Background: an optimization exercise with open tools, aiming at small area, a short achievable clock period and few clock cycles. Do not read the settings as production practice.
The RTL was checked by simulation tests, not by an equivalence proof against the original design.
No activity file was given, so power comes from the tool's default toggle rates.

Design escape_sequence_decoder, start of the top module:
module escape_sequence_decoder (
  input  logic        clk,
  input  logic        rst,
  input  logic        chars_valid,
  output logic        chars_ready,
  input  logic [15:0] chars_char_code,
  input  logic        chars_end_of_string,
  output logic        results_valid,
  input  logic        results_ready,
  output logic [1:0]  results_kind,
  output logic [15:0] results_out_char,
  output logic [15:0] results_slice_start,
  output logic [15:0] results_slice_length,
  output logic [2:0]  results_error_code,
  output logic        results_last,
  input  logic        cfg_valid,
  output logic        cfg_ready,
  input  logic        cfg_interpolation_enable
);
Settings: LEC_CHECK=0, CAP_MARGIN=20, CORE_MARGIN=2, CORE_UTILIZATION=65, CTS_BUF_LIST=sky130_fd_sc_hd__clkbuf_4 sky130_fd_sc_hd__clkbuf_8, CTS_CLUSTER_SIZE=30, SETUP_SLACK_MARGIN=4.5, SLEW_MARGIN=20; clock period 7.5 ns.
standard.sh (not shown) runs the stock make flow with config.mk's settings and CLKGATE_MAP_FILE= SYNTH_SCRIPT=/design/flow/synth_recipe.tcl, a recipe that flattens the netlist after the stock synthesis.
==> flow/flow/run.sh <==
#!/bin/bash
# The standard layout, with every port buffered by a plain buffer (buf_4 on outputs and
# inputs) instead of the resizer's default pick, a slow delay cell.
set -euo pipefail
export BUFFER_PORTS_ARGS="-buffer_cell sky130_fd_sc_hd__buf_4"
bash standard.sh > standard.log 2>&1
The baseline finished with timing, DRC and antenna clean.
Testbench counts at the start, summed over its fixed seeds: cycles 30,784.
Next try:
--- a/flow/config.mk
+++ b/flow/config.mk
@@ -12,3 +12,3 @@
 export CTS_CLUSTER_SIZE = 30
-export SETUP_SLACK_MARGIN = 4.5
+export SETUP_SLACK_MARGIN = 4.6
 export SLEW_MARGIN = 20
The new run produced a clean layout.
Sequential power hardly moves.
Power rose by 5.7%.
Worst setup slack degrades by 0.023 ns.
Cell area rose by 0.72%.

========
== run 1 ==
Another version of the RTL of escape_sequence_decoder (not shown whole).
Size: about 710 cells after synthesis, ~130 flip-flops.
export LEC_CHECK = 0
export CAP_MARGIN = 20
export CORE_MARGIN = 2
export CORE_UTILIZATION = 65
export CTS_BUF_LIST = sky130_fd_sc_hd__clkbuf_4 sky130_fd_sc_hd__clkbuf_8
export CTS_CLUSTER_DIAMETER = 100
export CTS_CLUSTER_SIZE = 50
export SETUP_SLACK_MARGIN = 4.5
export SLEW_MARGIN = 20
create_clock -name core_clock -period 7.5 [get_ports {clk}]
Scripts as last shown in full above: flow/flow/run.sh
Run 1 completed every stage of the flow, and the final layout passed the timing, DRC and antenna checks.
Testbench counts of run 1, summed over its fixed seeds: cycles 30,784.
### run 1 -> run 2
Settings: CTS_BUF_LIST no longer set, was sky130_fd_sc_hd__clkbuf_4 sky130_fd_sc_hd__clkbuf_8; CTS_CLUSTER_DIAMETER no longer set, was 100; CTS_CLUSTER_SIZE no longer set, was 50; CORE_UTILIZATION now 40, was 65.
Notes after the runs:
Run 1 → run 2: average detailed-routed wire length per instance went down, total power went up, number of cells in the design after placement went up, count of unresolved DRC violations after routing did not really move, sequential-cell power consumption did not really move. When run 2 is measured against run 1, its setup slack on the worst flop-to-flop path turns out 0.10 ns higher.
--- input diff run 2..run 3 ---
Settings: swapping 40 for 65 in CORE_UTILIZATION; putting CTS_CLUSTER_SIZE at 30 where nothing was set; putting CTS_BUF_LIST at sky130_fd_sc_hd__clkbuf_4 sky130_fd_sc_hd__clkbuf_8 where nothing was set; swapping 4.5 for 4.2 in SETUP_SLACK_MARGIN.
Diff run 3 and run 2: maximum clock rate higher in run 2. In the flow results for run 3 and run 2, the via count is smaller on run 2. Between run 3 and run 2, worst setup timing slack at the placement stage is higher for run 3, run 2 comes in under that.
Modified inputs, run 4 compared to run 3
Settings: swapping 4.2 for 4.5 in SETUP_SLACK_MARGIN.
Results
- Via count on run 4 is up relative to run 3.
- Relative to run 3, the total number of cells along the worst setup path of run 4 is lower by 1.
- Total of plain and repair buffers excluding clock buffers: run 4 > run 3
- Cmp run 4 vs run 3: setup slack higher in run 4
- Run 4 -> run 3: met1 usage flat
- Summary of the comparison: final period demand of the worst path is lower in run 4, relative to run 3.
- Diff run 3 -> run 4 | switching power | decrease of about 2.4%

========
alpha:
escape_sequence_decoder again, from the RTL that the note above started with.
==> flow/config.mk <==
export PLATFORM = sky130hd
export DESIGN_NAME = escape_sequence_decoder
export DESIGN_NICKNAME = escape_sequence_decoder
export VERILOG_FILES = /design/flow/design.v
export SDC_FILE = /design/flow/constraint.sdc
export NUM_CORES = 4
export LEC_CHECK = 0
export CAP_MARGIN = 20
export CORE_MARGIN = 2
export CORE_UTILIZATION = 65
export CTS_BUF_LIST = sky130_fd_sc_hd__clkbuf_4 sky130_fd_sc_hd__clkbuf_8
export CTS_CLUSTER_SIZE = 30
export SETUP_SLACK_MARGIN = 4.9
export SLEW_MARGIN = 20
==> flow/constraint.sdc <==
create_clock -name core_clock -period 7.5 [get_ports {clk}]
set_input_delay 1.5000 -clock core_clock [delete_from_list [all_inputs] [get_ports {clk}]]
set_output_delay 1.5000 -clock core_clock [all_outputs]
set_load 0.01 [all_outputs]
Scripts as last shown in full above: flow/flow/run.sh
Testbench counts of alpha, summed over its fixed seeds: cycles 30,784.
## Diff of input files: beta against alpha
-- flow/config.mk --
<<< alpha, line 10
export CORE_UTILIZATION = 65
>>> beta, line 10
export CORE_UTILIZATION = 75
<<< alpha, line 13
export SETUP_SLACK_MARGIN = 4.9
>>> beta, line 13
export SETUP_SLACK_MARGIN = 4.5
Findings:
Between alpha and beta, the flow reports via count decreasing by a few percent.
beta gives less internal reg-to-reg setup slack than alpha did.
Going from alpha to beta, final wirelength shrank by a few percent.
Row final weighted congestion of routability-driven global placement: beta higher / alpha lower
Changes observed in beta relative to alpha: clock latency on the worst-skew pair moved down, clock period minus final worst setup slack picked up an extra 110 ps, final-stage net count decreased 4.1%, adder and majority cell fraction of the synthesized area has remained practically unchanged, relative slew slack shrank by 2.0 points.

========
The RTL this note starts from:
==> flow/design.v <==
package esd_pkg;
  localparam logic [1:0] KIND_CHAR  = 2'd0;
  localparam logic [1:0] KIND_SLICE = 2'd1;
  localparam logic [1:0] KIND_ERROR = 2'd2;
  localparam logic [1:0] KIND_DONE  = 2'd3;
  localparam logic [1:0] NUM_OCT = 2'd0;
  localparam logic [1:0] NUM_X   = 2'd1;
  localparam logic [1:0] NUM_U   = 2'd2;
endpackage
import esd_pkg::*;
module escape_sequence_decoder (
  input  logic        clk,
  input  logic        rst,
  input  logic        chars_valid,
  output logic        chars_ready,
  input  logic [15:0] chars_char_code,
  input  logic        chars_end_of_string,
  output logic        results_valid,
  input  logic        results_ready,
  output logic [1:0]  results_kind,
  output logic [15:0] results_out_char,
  output logic [15:0] results_slice_start,
  output logic [15:0] results_slice_length,
  output logic [2:0]  results_error_code,
  output logic        results_last,
  input  logic        cfg_valid,
  output logic        cfg_ready,
  input  logic        cfg_interpolation_enable
);
  logic        h_valid;
  logic [15:0] h_c;
  logic        h_eos;
  logic        k_bs, k_lb, k_rb, k_oct, k_hex, k_esc, k_enum, k_eu;
  logic        s_valid;
  logic [15:0] s_c;
  logic        s_eos;
  logic        interp;
  logic        m_nrm, m_esc, m_num, m_brc, m_err;
  logic        n_oct;
  logic [1:0]  n_rem;
  logic        n_seen;
  logic [15:0] nb;
  logic [15:0] pos;
  logic [15:0] blen;
  logic        r_valid;
  logic [1:0]  r_kind;
  logic [15:0] r_data;      
  logic [2:0]  r_err;       
  logic        r_slice;     
  logic        r_slice2;    
  logic        r_last;
  logic        p_char;      
  logic        p_slice;     
  logic        p_err;       
  logic [1:0]  p_code;
  logic        p_done;      
  assign cfg_ready = 1'b1;
  assign chars_ready = !s_valid;
  assign results_valid = r_valid;
  assign results_kind = r_kind;
  assign results_last = r_last;
  assign results_out_char = r_data;
  assign results_error_code = r_err;
  assign results_slice_start = r_slice ? nb : 16'd0;
  assign results_slice_length = r_slice2 ? blen : 16'd0;
  logic [3:0]  dig;
  logic        dg;
  logic [15:0] nshift;
  logic [15:0] pos1;
  logic [15:0] blen1;
  logic [15:0] map;
  logic        pend;
  logic        resume;
  logic        a_has, a_err;
  logic [15:0] a_data;
  logic [2:0]  a_code;
  logic        b_has, c_has, d_has;
  logic [1:0]  d_code;
  logic        zero;
  logic        to_esc, to_num, to_brc, to_err, to_nrm;
  always_comb begin
    if (!h_c[6]) begin
      dig = h_c[3:0];
    end else begin
      case (h_c[2:0])
        3'd1: dig = 4'd10;
        3'd2: dig = 4'd11;
        3'd3: dig = 4'd12;
        3'd4: dig = 4'd13;
        3'd5: dig = 4'd14;
        default: dig = 4'd15;
      endcase
    end
    dg = n_oct ? k_oct : k_hex;
    nshift = n_oct ? {nb[12:0], h_c[2:0]} : {nb[11:0], dig};
    for (int i = 0; i < 16; i++) begin
      pos1[i] = pos[i] ^ (&(pos | ~(16'hFFFF >> (16 - i)))) | (&pos);
      blen1[i] = blen[i] ^ (&(blen | ~(16'hFFFF >> (16 - i)))) | (&blen);
    end
    map = h_c;
    if (h_c[6:0] == 7'h74) map = 16'h0009;
    else if (h_c[6:0] == 7'h6E) map = 16'h000A;
    else if (h_c[6:0] == 7'h72) map = 16'h000D;
    pend = p_char || p_slice || p_err || p_done;
    resume = m_num && !dg && n_seen;
    a_has = m_nrm && !k_bs || m_esc && !k_enum ||
            m_num && (!dg || n_rem == 2'd0) || m_brc;
    a_err = m_esc && !k_esc && !k_enum || m_num && !dg && !n_seen ||
            m_num && dg && n_rem == 2'd0 && n_oct && nb[5];
    if (m_esc) a_data = map;
    else if (m_num && dg) a_data = nshift;
    else if (m_num) a_data = nb;
    else a_data = h_c;
    a_code = m_esc ? 3'd2 : (dg ? 3'd4 : 3'd3);
    b_has = resume && !k_bs;
    c_has = m_brc && k_rb;
    to_esc = (m_nrm || resume) && k_bs;
    to_brc = (m_nrm || resume) && k_lb && interp || m_brc && !k_rb;
    to_num = m_esc && k_enum || m_num && dg && n_rem != 2'd0;
    to_err = m_err || a_err;
    to_nrm = !(to_esc || to_brc || to_num || to_err);
    d_has = h_eos && (to_esc || to_num || to_brc);
    d_code = to_esc ? 2'd1 : (to_num ? 2'd3 : 2'd0);
    zero = !(a_has || h_eos);
  end
  logic r_free;
  logic consume;
  logic accept;
  logic emit_b;
  assign r_free = !r_valid || results_ready;
  assign consume = r_free && h_valid && (!pend || zero && !p_slice);
  assign accept = chars_valid && !s_valid;
  assign emit_b = r_free && p_char;
  logic [15:0] in_c;
  logic        in_hi0;
  logic        in_oct;
  assign in_c = s_valid ? s_c : chars_char_code;
  assign in_hi0 = (in_c[15:7] == 9'd0);
  assign in_oct = in_hi0 && in_c[6:3] == 4'b0110;
  always_ff @(posedge clk) begin
    if (rst) begin
      h_valid <= 1'b0;
      s_valid <= 1'b0;
    end else if (consume) begin
      h_valid <= s_valid | accept;
      s_valid <= 1'b0;
    end else if (accept) begin
      h_valid <= 1'b1;
      s_valid <= h_valid;
    end
  end
  always_ff @(posedge clk) begin
    if (consume || !h_valid) begin
      h_c <= in_c;
      h_eos <= s_valid ? s_eos : chars_end_of_string;
      k_bs <= in_hi0 && in_c[6:0] == 7'h5C;
      k_lb <= in_hi0 && in_c[6:0] == 7'h7B;
      k_rb <= in_hi0 && in_c[6:0] == 7'h7D;
      k_oct <= in_oct;
      k_hex <= in_hi0 && (in_c[6:4] == 3'b011 && (!in_c[3] || in_c[2:1] == 2'b00) ||
                          in_c[6] && in_c[4:3] == 2'b00 && in_c[2:0] != 3'd0 && in_c[2:0] != 3'd7);
      k_esc <= in_hi0 && (in_c[6:0] == 7'h74 || in_c[6:0] == 7'h6E || in_c[6:0] == 7'h72 ||
                          in_c[6:0] == 7'h22 || in_c[6:0] == 7'h27 || in_c[6:0] == 7'h7B ||
                          in_c[6:0] == 7'h5C);
      k_enum <= in_oct || in_hi0 && (in_c[6:0] == 7'h78 || in_c[6:0] == 7'h58 ||
                                     in_c[6:0] == 7'h75 || in_c[6:0] == 7'h55);
      k_eu <= in_c[6:0] == 7'h75 || in_c[6:0] == 7'h55;
    end
    if (!s_valid) begin
      s_c <= chars_char_code;
      s_eos <= chars_end_of_string;
    end
  end
  always_ff @(posedge clk) begin
    if (rst) begin
      interp <= 1'b0;
    end else if (cfg_valid) begin
      interp <= cfg_interpolation_enable;
    end
  end
  always_ff @(posedge clk) begin
    if (rst) begin
      m_nrm <= 1'b1;
      m_esc <= 1'b0;
      m_num <= 1'b0;
      m_brc <= 1'b0;
      m_err <= 1'b0;
    end else if (consume) begin
      m_nrm <= to_nrm || h_eos;
      m_esc <= to_esc && !h_eos;
      m_num <= to_num && !h_eos;
      m_brc <= to_brc && !h_eos;
      m_err <= to_err && !h_eos;
    end
  end
  always_ff @(posedge clk) begin
    if (rst) begin
      pos <= 16'd0;
    end else if (consume && (h_eos || a_has && !a_err) || emit_b && !p_done) begin
      pos <= (h_eos && !p_char) ? 16'd0 : pos1;
    end
  end
  always_ff @(posedge clk) begin
    if (consume && (m_esc || m_num)) begin
      n_oct <= m_esc ? k_oct : n_oct;
      n_rem <= m_esc ? (k_eu ? 2'd3 : 2'd1) : n_rem - 2'd1;
      n_seen <= m_esc ? k_oct : 1'b1;
    end
    if (consume) begin
      blen <= m_brc ? blen1 : 16'd1;
    end
  end
  always_ff @(posedge clk) begin
    if (p_char ? (r_free && m_brc) : (consume && !m_brc)) begin
      if (p_char || !(m_esc || m_num)) nb <= pos;
      else if (m_esc) nb <= {13'd0, k_oct ? h_c[2:0] : 3'd0};
      else if (dg) nb <= nshift;
      else nb <= h_c;
    end
  end
  logic        nx_valid;
  logic [1:0]  nx_kind;
  logic [15:0] nx_data;
  logic [2:0]  nx_err;
  logic        nx_slice;
  logic        nx_last;
  always_comb begin
    nx_valid = 1'b1;
    nx_kind = KIND_DONE;
    nx_data = 16'd0;
    nx_err = 3'd0;
    nx_slice = 1'b0;
    nx_last = 1'b1;
    if (p_char) begin
      nx_kind = KIND_CHAR;
      nx_data = nb;
      nx_last = !(p_err || p_done);
    end else if (p_slice) begin
      nx_kind = KIND_SLICE;
      nx_slice = 1'b1;
      nx_last = !(p_err || p_done);
    end else if (p_err) begin
      nx_kind = KIND_ERROR;
      nx_err = {1'b0, p_code};
      nx_last = 1'b0;
    end else if (p_done) begin
      nx_kind = KIND_DONE;
    end else if (!h_valid || zero) begin
      nx_valid = 1'b0;
    end else if (a_has && a_err) begin
      nx_kind = KIND_ERROR;
      nx_err = a_code;
      nx_last = !h_eos;
    end else if (a_has) begin
      nx_kind = KIND_CHAR;
      nx_data = a_data;
      nx_last = !(b_has || c_has || h_eos);
    end else if (d_has) begin
      nx_kind = KIND_ERROR;
      nx_err = {1'b0, d_code};
      nx_last = 1'b0;
    end
  end
  always_ff @(posedge clk) begin
    if (rst) begin
      r_valid <= 1'b0;
    end else if (r_free) begin
      r_valid <= nx_valid;
    end
  end
  always_ff @(posedge clk) begin
    if (rst) begin
      r_slice2 <= 1'b0;
    end else if (r_free) begin
      r_slice2 <= nx_slice;
    end
  end
  always_ff @(posedge clk) begin
    if (r_free) begin
      r_kind <= nx_kind;
      r_data <= nx_data;
      r_err <= nx_err;
      r_slice <= nx_slice;
      r_last <= nx_last;
    end
  end
  always_ff @(posedge clk) begin
    if (rst) begin
      p_char <= 1'b0;
      p_slice <= 1'b0;
      p_err <= 1'b0;
      p_done <= 1'b0;
    end else if (r_free) begin
      if (p_char) begin
        p_char <= 1'b0;
      end else if (p_slice) begin
        p_slice <= 1'b0;
      end else if (p_err) begin
        p_err <= 1'b0;
      end else if (p_done) begin
        p_done <= 1'b0;
      end else if (h_valid && !zero) begin
        if (a_has) begin
          p_char <= b_has;
          p_slice <= c_has;
          p_err <= d_has;
          p_done <= h_eos;
        end else begin
          p_done <= d_has;
        end
      end
    end
  end
  always_ff @(posedge clk) begin
    if (r_free && !pend) p_code <= d_code;
  end
endmodule
clock: 7.5 ns
lec_check: 0
cap_margin: 20
core_margin: 2
core_utilization: 65
cts_buf_list: sky130_fd_sc_hd__clkbuf_4 sky130_fd_sc_hd__clkbuf_8
cts_cluster_size: 30
setup_slack_margin: 4.7
slew_margin: 20
Scripts as last shown in full above: flow/flow/run.sh
Testbench counts at the start, summed over its fixed seeds: cycles 30,784.
Change:
--- a/flow/config.mk
+++ b/flow/config.mk
@@ -13 +13 @@
-export SETUP_SLACK_MARGIN = 4.7
+export SETUP_SLACK_MARGIN = 4.85
Wire length increases by 13%; fmax increases by 0.31%; clock power increases by 15%; power increases by 7.3%; first-iteration DRC count decreases by 16%; global-route usage increases by 2.0 points.
Change:
==> flow/flow/run.sh (replaced) <==
#!/bin/bash
# The standard layout, with every port buffered by a plain buffer (buf_1 on outputs and
# inputs) instead of the resizer's default pick, a slow delay cell.
set -euo pipefail
export BUFFER_PORTS_ARGS="-buffer_cell sky130_fd_sc_hd__buf_1"
bash standard.sh > standard.log 2>&1
--- a/flow/config.mk
+++ b/flow/config.mk
@@ -13 +13 @@
-export SETUP_SLACK_MARGIN = 4.85
+export SETUP_SLACK_MARGIN = 4.7
Result: The changed run completed without violations; sequential power came out higher by about 0.5%; setup slack got worse by 0.019 ns; synthesized cell count is unchanged; clock power increases by 22%; final area decreases by 5.6%; total power rises by 5.0%.
Change:
==> flow/flow/run.sh (replaced) <==
#!/bin/bash
# The standard layout, with every port buffered by a plain buffer (buf_4 on outputs and
# inputs) instead of the resizer's default pick, a slow delay cell.
set -euo pipefail
export BUFFER_PORTS_ARGS="-buffer_cell sky130_fd_sc_hd__buf_4"
bash standard.sh > standard.log 2>&1
--- a/flow/config.mk
+++ b/flow/config.mk
@@ -10 +10 @@
-export CORE_UTILIZATION = 65
+export CORE_UTILIZATION = 60
Result:
- core utilization goes down by 5.4 points
- power went down by 5.1%
- final cell count increases by 0.75%
- routed wire length increases by about 0.4%
- count of clock-buffer cells in the layout goes up by 2
- critical path depth is higher by 1
- clock power goes down by 14%
Change:
==> flow/flow/run.sh (replaced) <==
#!/bin/bash
# The standard layout, with every port buffered by a plain buffer (buf_2 on outputs and
# inputs) instead of the resizer's default pick, a slow delay cell.
set -euo pipefail
export BUFFER_PORTS_ARGS="-buffer_cell sky130_fd_sc_hd__buf_2"
bash standard.sh > standard.log 2>&1
--- a/flow/config.mk
+++ b/flow/config.mk
@@ -10 +10 @@
-export CORE_UTILIZATION = 60
+export CORE_UTILIZATION = 65
@@ -13 +13 @@
-export SETUP_SLACK_MARGIN = 4.7
+export SETUP_SLACK_MARGIN = 4.6
Result: Power decreases by 3.8%. Final area decreases by 4.2%. Wire length decreases by 1.4%. Synthesized cell count stays the same. Global-route usage increases by 2.0 points. Critical path depth is unchanged. Non-clock buffer count stays the same. Core utilization increases by 3.6 points. Worst setup slack gets better by 0.021 ns.

==> separate check: timing with driven ports <==
No port has a modelled driver above. Below, the same layouts with a new extraction and two added sets of constraints.
Step 1, drivers: a clkbuf_16 drives clk and a buf_2 each remaining input, both assumed.
Step 2, shift: input delay + t, output delay - t, t = (earliest + latest rising clock arrival at the registers) / 2. This alone moves slack from input paths to output paths.
Slacks: no drivers / after step 1 / after step 2; pairs: no drivers / after step 1.
run	t, ns	slack for setup (ns)	latest minus earliest clock arrival (ns)
the first run of note 1	0.489	4.630 / 4.594 / 4.191	0.011 / 0.012
the second run of note 1	0.482	4.607 / 4.569 / 4.179	0.014 / 0.014
run 1	0.485	4.586 / 4.562 / 4.110	0.011 / 0.011
run 2	0.452	4.578 / 4.540 / 4.207	0.011 / 0.010
run 3	0.476	4.291 / 4.277 / 3.827	0.013 / 0.013
run 4	0.485	4.586 / 4.562 / 4.110	0.011 / 0.011
alpha	0.477	4.648 / 4.614 / 4.349	0.012 / 0.012
beta	0.463	4.533 / 4.533 / 4.121	0.012 / 0.012
the first run of note 4	0.475	4.712 / 4.676 / 4.328	0.010 / 0.009
the second run of note 4	0.479	4.720 / 4.684 / 4.450	0.014 / 0.014
the third run of note 4	0.473	4.701 / 4.666 / 4.355	0.011 / 0.012
the fourth run of note 4	0.474	4.682 / 4.647 / 4.375	0.011 / 0.011
the fifth run of note 4	0.466	4.703 / 4.669 / 4.306	0.011 / 0.011
After both steps setup and hold are still met in every run listed.
